This is an optimization exercise on Yosys and OpenROAD, whose aim is small area, a short achievable clock period and few clock cycles per item, not a production implementation. RTL that was checked went through simulation tests only; none was proved equivalent to the original. Power figures rest on the tool's default switching activity, not on a simulated workload.

## the baseline
==> flow/design.v (excerpt) <==
module blur_mask_top (
  input  logic                     clock,
  input  logic                     reset,
  input  logic                     pix_write,
  input  logic [4-1:0]     pix_col,
  input  logic [3-1:0]     pix_row,
  input  logic [3*8-1:0] pix_rgb,
  input  logic                     start,
  output logic                     busy,
  output logic                     mask_valid,
  output logic [4-1:0]     mask_col,
  output logic [8-1:0]   mask_bits,
  output logic                     done
);
  logic [16-1:0]              wr_col_n;
  logic [8-1:0]              wr_row_n;
  logic [6-1:0]              wr_data;
  logic                                taken_col0;
  logic                                taken_col1;
  logic                                landing_col0;
  logic [16-1:0]              rd_sel;
  logic                                first_col;
  logic [8*6-1:0]  column;
  pixel_loader loader_i (
    .clock     (clock),
    .pix_write (pix_write),
    .pix_col   (pix_col),
    .pix_row   (pix_row),
    .pix_rgb   (pix_rgb),
    .wr_col_n (wr_col_n),
    .wr_row_n (wr_row_n),
    .wr_data    (wr_data),
    .taken_col0   (taken_col0),
    .taken_col1   (taken_col1),
    .landing_col0 (landing_col0)
  );
  frame_memory memory_i (
    .clock     (clock),
    .wr_col_n (wr_col_n),
    .wr_row_n (wr_row_n),
    .wr_data   (wr_data),
    .rd_sel    (rd_sel),
    .rd_column (column)
  );
  column_fetch fetch_i (
    .clock      (clock),
    .reset      (reset),
    .start      (start),
    .taken_col0   (taken_col0),
    .taken_col1   (taken_col1),
    .landing_col0 (landing_col0),
    .busy       (busy),
    .rd_sel     (rd_sel),
    .first_col  (first_col),
  ...
==> module pixel_loader, before the edit <==
module pixel_loader (
  input  logic                     clock,
  input  logic                     pix_write,
  input  logic [4-1:0]     pix_col,
  input  logic [3-1:0]     pix_row,
  input  logic [3*8-1:0] pix_rgb,
  output logic [16-1:0]   wr_col_n,
  output logic [8-1:0]   wr_row_n,
  output logic [6-1:0]   wr_data,
  output logic                     taken_col0,
  output logic                     taken_col1,
  output logic                     landing_col0
);
  logic                   taken;
  logic [4-1:0]   taken_col;
  logic [3-1:0]   taken_row;
  logic [6:0]             red_t, green_t, blue_t;
  logic [6:0]             sum_bits;
  logic [5:0]             carry_bits;
  logic [8-1:0] grey;
  assign red_t   = 7'(pix_rgb[23:18]);
  assign green_t = pix_rgb[15:9];
  assign blue_t  = 7'(pix_rgb[7:2]);
  always_ff @(posedge clock) begin
    taken     <= pix_write;
    taken_col <= pix_col;
    taken_row <= pix_row;
    sum_bits   <= red_t ^ green_t ^ blue_t;
    carry_bits <= 6'((red_t & green_t) | (red_t & blue_t) | (green_t & blue_t));
  end
  assign grey = 8'(sum_bits) + {1'b0, carry_bits, 1'b0};
  logic                 landing;
  logic [4-1:0] landing_col;
  logic [3-1:0] landing_row;
  always_ff @(posedge clock) begin
    landing     <= taken;
    landing_col <= taken_col;
    landing_row <= taken_row;
    wr_data     <= grey[8-1:2];
  end
  always_comb begin
    for (int c = 0; c < 16; c++) wr_col_n[c] = !(landing && landing_col == 4'(c));
    for (int r = 0; r < 8; r++) wr_row_n[r] = !(landing_row == 3'(r));
  end
  assign taken_col0   = taken && taken_col == 4'(0);
  assign taken_col1   = taken && taken_col == 4'(1);
  assign landing_col0 = !wr_col_n[0];
endmodule
Settings: LEC_CHECK=0, CAP_MARGIN=20, CORE_MARGIN=2, CORE_UTILIZATION=65, CTS_CLUSTER_DIAMETER=100, CTS_CLUSTER_SIZE=30, PLACE_DENSITY=0.8, SETUP_SLACK_MARGIN=3.8, SLEW_MARGIN=20; clock period 6.0 ns.
run.sh (not shown) runs the stock make flow with config.mk's settings and CLKGATE_MAP_FILE= SYNTH_SCRIPT=/design/flow/synth_recipe.tcl, a recipe that flattens the netlist after the stock synthesis.
Here is what was changed in the inputs of the candidate compared with the baseline.
==> flow/design.v, changed modules only <==
module pixel_loader (
  input  logic                     clock,
  input  logic                     pix_write,
  input  logic [4-1:0]     pix_col,
  input  logic [3-1:0]     pix_row,
  input  logic [3*8-1:0] pix_rgb,
  output logic [16-1:0]   wr_col_n,
  output logic [8-1:0]   wr_row_n,
  output logic [6-1:0]   wr_data,
  output logic                     taken_col0,
  output logic                     taken_col1,
  output logic                     landing_col0
);
  logic                   taken;
  logic [4-1:0]   taken_col;
  logic [3-1:0]   taken_row;
  logic [5:0]             red;
  logic [6:0]             green;
  logic [5:0]             blue;
  logic [8-1:0] grey;
  always_ff @(posedge clock) begin
    taken     <= pix_write;
    taken_col <= pix_col;
    taken_row <= pix_row;
    red       <= pix_rgb[23:18];
    green     <= pix_rgb[15:9];
    blue      <= pix_rgb[7:2];
  end
  assign grey = 8'(red) + 8'(green) + 8'(blue);
  always_ff @(posedge clock) begin
    for (int c = 0; c < 16; c++) wr_col_n[c] <= !(taken && taken_col == 4'(c));
    for (int r = 0; r < 8; r++) wr_row_n[r] <= !(taken_row == 3'(r));
    wr_data <= grey[8-1:2];
  end
  assign taken_col0   = taken && taken_col == 4'(0);
  assign taken_col1   = taken && taken_col == 4'(1);
  assign landing_col0 = !wr_col_n[0];
endmodule
- Diff the baseline -> the candidate: shortest clock period the worst path allows after layout shows a reduction of 0.12 ns; layout-stage area growth over the synthesis result shows a reduction of 1.4 points; die extent in x shows an increase of 1.2 um.
- Higher die area was reported by the candidate, not the baseline.
- Changes observed in the candidate relative to the baseline: total nets after synthesis rose by 45; final-layout clock-cell area share roughly the same; final-layout worst hold slack went up by 0.033 ns.
- Between the baseline and the candidate, switching power share of the total is lower for the candidate, the baseline comes in above that.
- Smallest setup slack after layout was lower in the run labelled the baseline.
Testbench counts of the candidate, summed over its fixed seeds: cycles 7,056, frames 48.
Function not checked in the baseline: the RTL went through the layout flow alone.

---

The RTL this note starts from:
==> flow/design.v <==
`timescale 1ns/1ns
`default_nettype none
module frame_memory (
  input  logic                                 clock,
  input  logic                                 wr_valid,
  input  logic [7-1:0]                wr_addr,
  input  logic [6-1:0]               wr_data,
  input  logic [16-1:0]               rd_sel,
  output logic [8*6-1:0]   rd_column
);
  localparam int COL_W = 8 * 6;
  logic [16*COL_W-1:0] storage;
  for (genvar a = 0; a < 16 * 8; a++) begin : g_word
    always_ff @(posedge clock) begin
      if (wr_valid && wr_addr == 7'(a)) begin
        storage[a*6 +: 6] <= wr_data;
      end
    end
  end
  always_comb begin
    rd_column = '0;
    for (int c = 0; c < 16; c++) begin
      rd_column = rd_column | (storage[c*COL_W +: COL_W] & {COL_W{rd_sel[c]}});
    end
  end
endmodule
`default_nettype wire
`timescale 1ns/1ns
`default_nettype none
module pixel_loader (
  input  logic                     clock,
  input  logic                     pix_write,
  input  logic [4-1:0]     pix_col,
  input  logic [3-1:0]     pix_row,
  input  logic [3*8-1:0] pix_rgb,
  output logic                     wr_valid,
  output logic [7-1:0]    wr_addr,
  output logic [6-1:0]   wr_data
);
  logic [8-1:0] grey;
  assign grey = (pix_rgb[23:16] >> 2) + (pix_rgb[15:8] >> 1) + (pix_rgb[7:0] >> 2);
  always_ff @(posedge clock) begin
    wr_valid <= pix_write;
    if (pix_write) begin
      wr_addr <= {pix_col, pix_row};
      wr_data <= grey[8-1:2];
    end
  end
endmodule
`default_nettype wire
`timescale 1ns/1ns
`default_nettype none
module column_fetch (
  input  logic                     clock,
  input  logic                     reset,
  input  logic                     start,
  input  logic                     wr_valid,
  input  logic [4-1:0]     wr_col,
  output logic                     busy,
  output logic [16-1:0]   rd_sel,
  output logic                     first_next,
  output logic                     mask_valid,
  output logic [4-1:0]     mask_col,
  output logic                     done
);
  localparam int N = 16;
  logic [N+2:0] sel;
  logic first_d;
  logic last_d;
  logic held_last;
  logic due;
  logic due_d;
  logic held_due;
  assign due = busy && |sel[N:1];
  assign rd_sel    = sel[N-1:0];
  assign first_next = first_d;
  always_ff @(posedge clock) begin
    if (reset) begin
      first_d    <= 1'b1;
      last_d     <= 1'b0;
      held_last  <= 1'b0;
      due_d      <= 1'b0;
      held_due   <= 1'b0;
    end else begin
      due_d      <= due;
      held_due   <= due_d;
      first_d    <= sel[0];
      last_d     <= sel[N];
      held_last  <= last_d;
    end
  end
  always_ff @(posedge clock) begin
    if (reset) begin
      busy       <= 1'b0;
      sel        <= (N+3)'(1);
      mask_valid <= 1'b0;
      done       <= 1'b0;
    end else if (!busy) begin
      mask_valid <= 1'b0;
      done       <= 1'b0;
      if (start) begin
        busy <= 1'b1;
        if (!(wr_valid && wr_col == '0)) sel <= sel << 1;
      end
    end else begin
      mask_valid <= held_due;
      done       <= held_due && held_last;
      if (held_due && held_last) busy <= 1'b0;
      sel <= sel[N+2] ? (N+3)'(1) : sel << 1;
    end
  end
  always_ff @(posedge clock) begin
    mask_col <= mask_valid ? mask_col + 1'b1 : '0;
  end
endmodule
`default_nettype wire
`timescale 1ns/1ns
`default_nettype none
module blur_mask_stage (
  input  logic                               clock,
  input  logic [8*6-1:0] column,
  input  logic                               first_next,
  output logic [8-1:0]             mask_bits
);
  localparam int SW = 6;
  localparam logic [5:0] SAT = 6'(32 + 1);
  logic [8*SW-1:0] column_q;
  logic [5:0] side      [8];
  logic [6:0] centre    [8];
  logic [5:0] side_prev [8];
  logic [5:0] part_sat  [8];
  logic [SW-1:0] q [8+2];
  logic [5:0] side_next [8];
  logic [6:0] centre_next [8];
  logic [7:0] part [8];
  logic [6:0] total [8];
  always_comb begin
    q[0] = '0;
    q[8+1] = '0;
    for (int r = 0; r < 8; r++) q[r+1] = column_q[r*SW +: SW];
    for (int r = 0; r < 8; r++) begin
      side_next[r]   = 6'(q[r] >> 2) + 6'(q[r+1] >> 1) + 6'(q[r+2] >> 2);
      centre_next[r] = 7'(q[r] >> 1) + 7'(q[r+1]) + 7'(q[r+2] >> 1);
      part[r]  = 8'(side_prev[r]) + 8'(centre[r]);
      total[r] = 7'(part_sat[r]) + 7'(side[r]);
    end
  end
  always_ff @(posedge clock) begin
    column_q <= column;
    for (int r = 0; r < 8; r++) begin
      side[r]      <= side_next[r];
      centre[r]    <= centre_next[r];
      side_prev[r] <= first_next ? 6'd0 : side[r];
      part_sat[r]  <= (part[r] >= 8'(SAT)) ? SAT : part[r][5:0];
      mask_bits[r] <= (total[r] >= 7'(SAT));
    end
  end
endmodule
`default_nettype wire
`timescale 1ns/1ns
`default_nettype none
module blur_mask_top (
  input  logic                     clock,
  input  logic                     reset,
  input  logic                     pix_write,
  input  logic [4-1:0]     pix_col,
  input  logic [3-1:0]     pix_row,
  input  logic [3*8-1:0] pix_rgb,
  input  logic                     start,
  output logic                     busy,
  output logic                     mask_valid,
  output logic [4-1:0]     mask_col,
  output logic [8-1:0]   mask_bits,
  output logic                     done
);
  logic                                wr_valid;
  logic [7-1:0]               wr_addr;
  logic [6-1:0]              wr_data;
  logic [16-1:0]              rd_sel;
  logic                                first_next;
  logic [8*6-1:0]  column;
  pixel_loader loader_i (
    .clock     (clock),
    .pix_write (pix_write),
    .pix_col   (pix_col),
    .pix_row   (pix_row),
    .pix_rgb   (pix_rgb),
    .wr_valid  (wr_valid),
    .wr_addr   (wr_addr),
    .wr_data   (wr_data)
  );
  frame_memory memory_i (
    .clock     (clock),
    .wr_valid  (wr_valid),
    .wr_addr   (wr_addr),
    .wr_data   (wr_data),
    .rd_sel    (rd_sel),
    .rd_column (column)
  );
  column_fetch fetch_i (
    .clock      (clock),
    .reset      (reset),
    .start      (start),
    .wr_valid   (wr_valid),
    .wr_col     (wr_addr[7-1:3]),
    .busy       (busy),
    .rd_sel     (rd_sel),
    .first_next  (first_next),
    .mask_valid (mask_valid),
    .mask_col   (mask_col),
    .done       (done)
  );
  blur_mask_stage stage_i (
    .clock     (clock),
    .column    (column),
    .first_next (first_next),
    .mask_bits (mask_bits)
  );
endmodule
`default_nettype wire
==> flow/config.mk <==
export PLATFORM = sky130hd
export DESIGN_NAME = blur_mask_top
export DESIGN_NICKNAME = blur_mask_top
export VERILOG_FILES = /design/flow/design.v
export SDC_FILE = /design/flow/constraint.sdc
export NUM_CORES = 4
export LEC_CHECK = 0
export CAP_MARGIN = 20
export CORE_MARGIN = 2
export CORE_UTILIZATION = 40
export SETUP_SLACK_MARGIN = 4.0
export SLEW_MARGIN = 20
==> flow/constraint.sdc <==
create_clock -name core_clock -period 6.0 [get_ports {clock}]
set_input_delay 1.2000 -clock core_clock [delete_from_list [all_inputs] [get_ports {clock}]]
set_output_delay 1.2000 -clock core_clock [all_outputs]
set_load 0.01 [all_outputs]
Next try:
--- a/flow/design.v
+++ b/flow/design.v
@@ -1,21 +1,21 @@
 `timescale 1ns/1ns
 `default_nettype none
 module frame_memory (
   input  logic                                 clock,
-  input  logic                                 wr_valid,
-  input  logic [7-1:0]                wr_addr,
+  input  logic [16-1:0]               wr_col_hot,
+  input  logic [8-1:0]               wr_row_hot,
   input  logic [6-1:0]               wr_data,
   input  logic [16-1:0]               rd_sel,
   output logic [8*6-1:0]   rd_column
 );
   localparam int COL_W = 8 * 6;
   logic [16*COL_W-1:0] storage;
   for (genvar a = 0; a < 16 * 8; a++) begin : g_word
     always_ff @(posedge clock) begin
-      if (wr_valid && wr_addr == 7'(a)) begin
+      if (wr_col_hot[a / 8] && wr_row_hot[a % 8]) begin
         storage[a*6 +: 6] <= wr_data;
       end
     end
   end
   always_comb begin
     rd_column = '0;
@@ -30,35 +30,32 @@
 module pixel_loader (
   input  logic                     clock,
   input  logic                     pix_write,
   input  logic [4-1:0]     pix_col,
   input  logic [3-1:0]     pix_row,
   input  logic [3*8-1:0] pix_rgb,
-  output logic                     wr_valid,
-  output logic [7-1:0]    wr_addr,
+  output logic [16-1:0]   wr_col_hot,
+  output logic [8-1:0]   wr_row_hot,
   output logic [6-1:0]   wr_data
 );
   logic [8-1:0] grey;
   assign grey = (pix_rgb[23:16] >> 2) + (pix_rgb[15:8] >> 1) + (pix_rgb[7:0] >> 2);
   always_ff @(posedge clock) begin
-    wr_valid <= pix_write;
-    if (pix_write) begin
-      wr_addr <= {pix_col, pix_row};
-      wr_data <= grey[8-1:2];
-    end
+    for (int c = 0; c < 16; c++) wr_col_hot[c] <= pix_write && pix_col == 4'(c);
+    for (int r = 0; r < 8; r++) wr_row_hot[r] <= pix_row == 3'(r);
+    wr_data <= grey[8-1:2];
   end
 endmodule
 `default_nettype wire
 `timescale 1ns/1ns
 `default_nettype none
 module column_fetch (
   input  logic                     clock,
   input  logic                     reset,
   input  logic                     start,
-  input  logic                     wr_valid,
-  input  logic [4-1:0]     wr_col,
+  input  logic                     wr_col0,
   output logic                     busy,
   output logic [16-1:0]   rd_sel,
   output logic                     first_next,
   output logic                     mask_valid,
   output logic [4-1:0]     mask_col,
   output logic                     done
@@ -97,13 +94,13 @@
       done       <= 1'b0;
     end else if (!busy) begin
       mask_valid <= 1'b0;
       done       <= 1'b0;
       if (start) begin
         busy <= 1'b1;
-        if (!(wr_valid && wr_col == '0)) sel <= sel << 1;
+        if (!wr_col0) sel <= sel << 1;
       end
     end else begin
       mask_valid <= held_due;
       done       <= held_due && held_last;
       if (held_due && held_last) busy <= 1'b0;
       sel <= sel[N+2] ? (N+3)'(1) : sel << 1;
@@ -123,36 +120,36 @@
   output logic [8-1:0]             mask_bits
 );
   localparam int SW = 6;
   localparam logic [5:0] SAT = 6'(32 + 1);
   logic [8*SW-1:0] column_q;
   logic [5:0] side      [8];
-  logic [6:0] centre    [8];
+  logic [1:0] extra     [8];
   logic [5:0] side_prev [8];
   logic [5:0] part_sat  [8];
   logic [SW-1:0] q [8+2];
   logic [5:0] side_next [8];
-  logic [6:0] centre_next [8];
+  logic [1:0] extra_next [8];
   logic [7:0] part [8];
   logic [6:0] total [8];
   always_comb begin
     q[0] = '0;
     q[8+1] = '0;
     for (int r = 0; r < 8; r++) q[r+1] = column_q[r*SW +: SW];
     for (int r = 0; r < 8; r++) begin
       side_next[r]   = 6'(q[r] >> 2) + 6'(q[r+1] >> 1) + 6'(q[r+2] >> 2);
-      centre_next[r] = 7'(q[r] >> 1) + 7'(q[r+1]) + 7'(q[r+2] >> 1);
-      part[r]  = 8'(side_prev[r]) + 8'(centre[r]);
+      extra_next[r]  = 2'(q[r][1]) + 2'(q[r+1][0]) + 2'(q[r+2][1]);
+      part[r]  = 8'(side_prev[r]) + 8'({side[r], 1'b0}) + 8'(extra[r]);
       total[r] = 7'(part_sat[r]) + 7'(side[r]);
     end
   end
   always_ff @(posedge clock) begin
     column_q <= column;
     for (int r = 0; r < 8; r++) begin
       side[r]      <= side_next[r];
-      centre[r]    <= centre_next[r];
+      extra[r]     <= extra_next[r];
       side_prev[r] <= first_next ? 6'd0 : side[r];
       part_sat[r]  <= (part[r] >= 8'(SAT)) ? SAT : part[r][5:0];
       mask_bits[r] <= (total[r] >= 7'(SAT));
     end
   end
 endmodule
@@ -170,42 +167,41 @@
   output logic                     busy,
   output logic                     mask_valid,
   output logic [4-1:0]     mask_col,
   output logic [8-1:0]   mask_bits,
   output logic                     done
 );
-  logic                                wr_valid;
-  logic [7-1:0]               wr_addr;
+  logic [16-1:0]              wr_col_hot;
+  logic [8-1:0]              wr_row_hot;
   logic [6-1:0]              wr_data;
   logic [16-1:0]              rd_sel;
   logic                                first_next;
   logic [8*6-1:0]  column;
   pixel_loader loader_i (
     .clock     (clock),
     .pix_write (pix_write),
     .pix_col   (pix_col),
     .pix_row   (pix_row),
     .pix_rgb   (pix_rgb),
-    .wr_valid  (wr_valid),
-    .wr_addr   (wr_addr),
-    .wr_data   (wr_data)
+    .wr_col_hot (wr_col_hot),
+    .wr_row_hot (wr_row_hot),
+    .wr_data    (wr_data)
   );
   frame_memory memory_i (
     .clock     (clock),
-    .wr_valid  (wr_valid),
-    .wr_addr   (wr_addr),
+    .wr_col_hot (wr_col_hot),
+    .wr_row_hot (wr_row_hot),
     .wr_data   (wr_data),
     .rd_sel    (rd_sel),
     .rd_column (column)
   );
   column_fetch fetch_i (
     .clock      (clock),
     .reset      (reset),
     .start      (start),
-    .wr_valid   (wr_valid),
-    .wr_col     (wr_addr[7-1:3]),
+    .wr_col0    (wr_col_hot[0]),
     .busy       (busy),
     .rd_sel     (rd_sel),
     .first_next  (first_next),
     .mask_valid (mask_valid),
     .mask_col   (mask_col),
     .done       (done)
What happened:
- hold slack got worse by 0.0036 ns
- cell count falls by a few percent
- fmax falls by a few percent
- cell area falls by a few percent
- synthesized cell count falls by a little under a tenth
- total power falls by a few percent
- via count falls by a little under a tenth
No functional check of the RTL was part of any run of this note.

separate check: timing with driven ports:
The results above use ideal ports. As a check the final layouts listed here were re-extracted and re-timed, cells and wires unchanged.
Step 1 sets driving cells, clkbuf_16 on the clock port and buf_2 on the other inputs (assumed; they add their load-dependent delay and slew).
Step 2 adds t to the input delays and takes it off the output delays; t is the mean of the earliest and latest rising clock arrival at the registers after step 1. Input paths then give back, and output paths get back, about the clock's delay inside the block.
Three values: ideal ports, drivers, drivers and shift; two values: the first two.
| run | shift t [ns] | setup WS [ns] | worst setup path at the end | worst register clock-pin slew, ns | worst slew at a driven data input, ns |
|---|---|---|---|---|---|
| the baseline | 0.693 | 3.600 / 3.600 / 3.286 | input to register | 0.12 / 0.12 | 0.05 |
| the candidate | 0.663 | 3.719 / 3.659 / 3.469 | input to register | 0.12 / 0.12 | 0.04 |
| the first run of note 2 | 0.736 | 3.657 / 3.589 / 3.017 | input to register | 0.07 / 0.07 | 0.05 |
| the second run of note 2 | 0.720 | 3.502 / 3.502 / 3.031 | input to register | 0.06 / 0.06 | 0.04 |
After both steps every run listed still meets setup and hold. The setup slack of the first run of note 2, which loses most, moves by -0.068 ns with the drivers and by -0.640 ns with both steps.
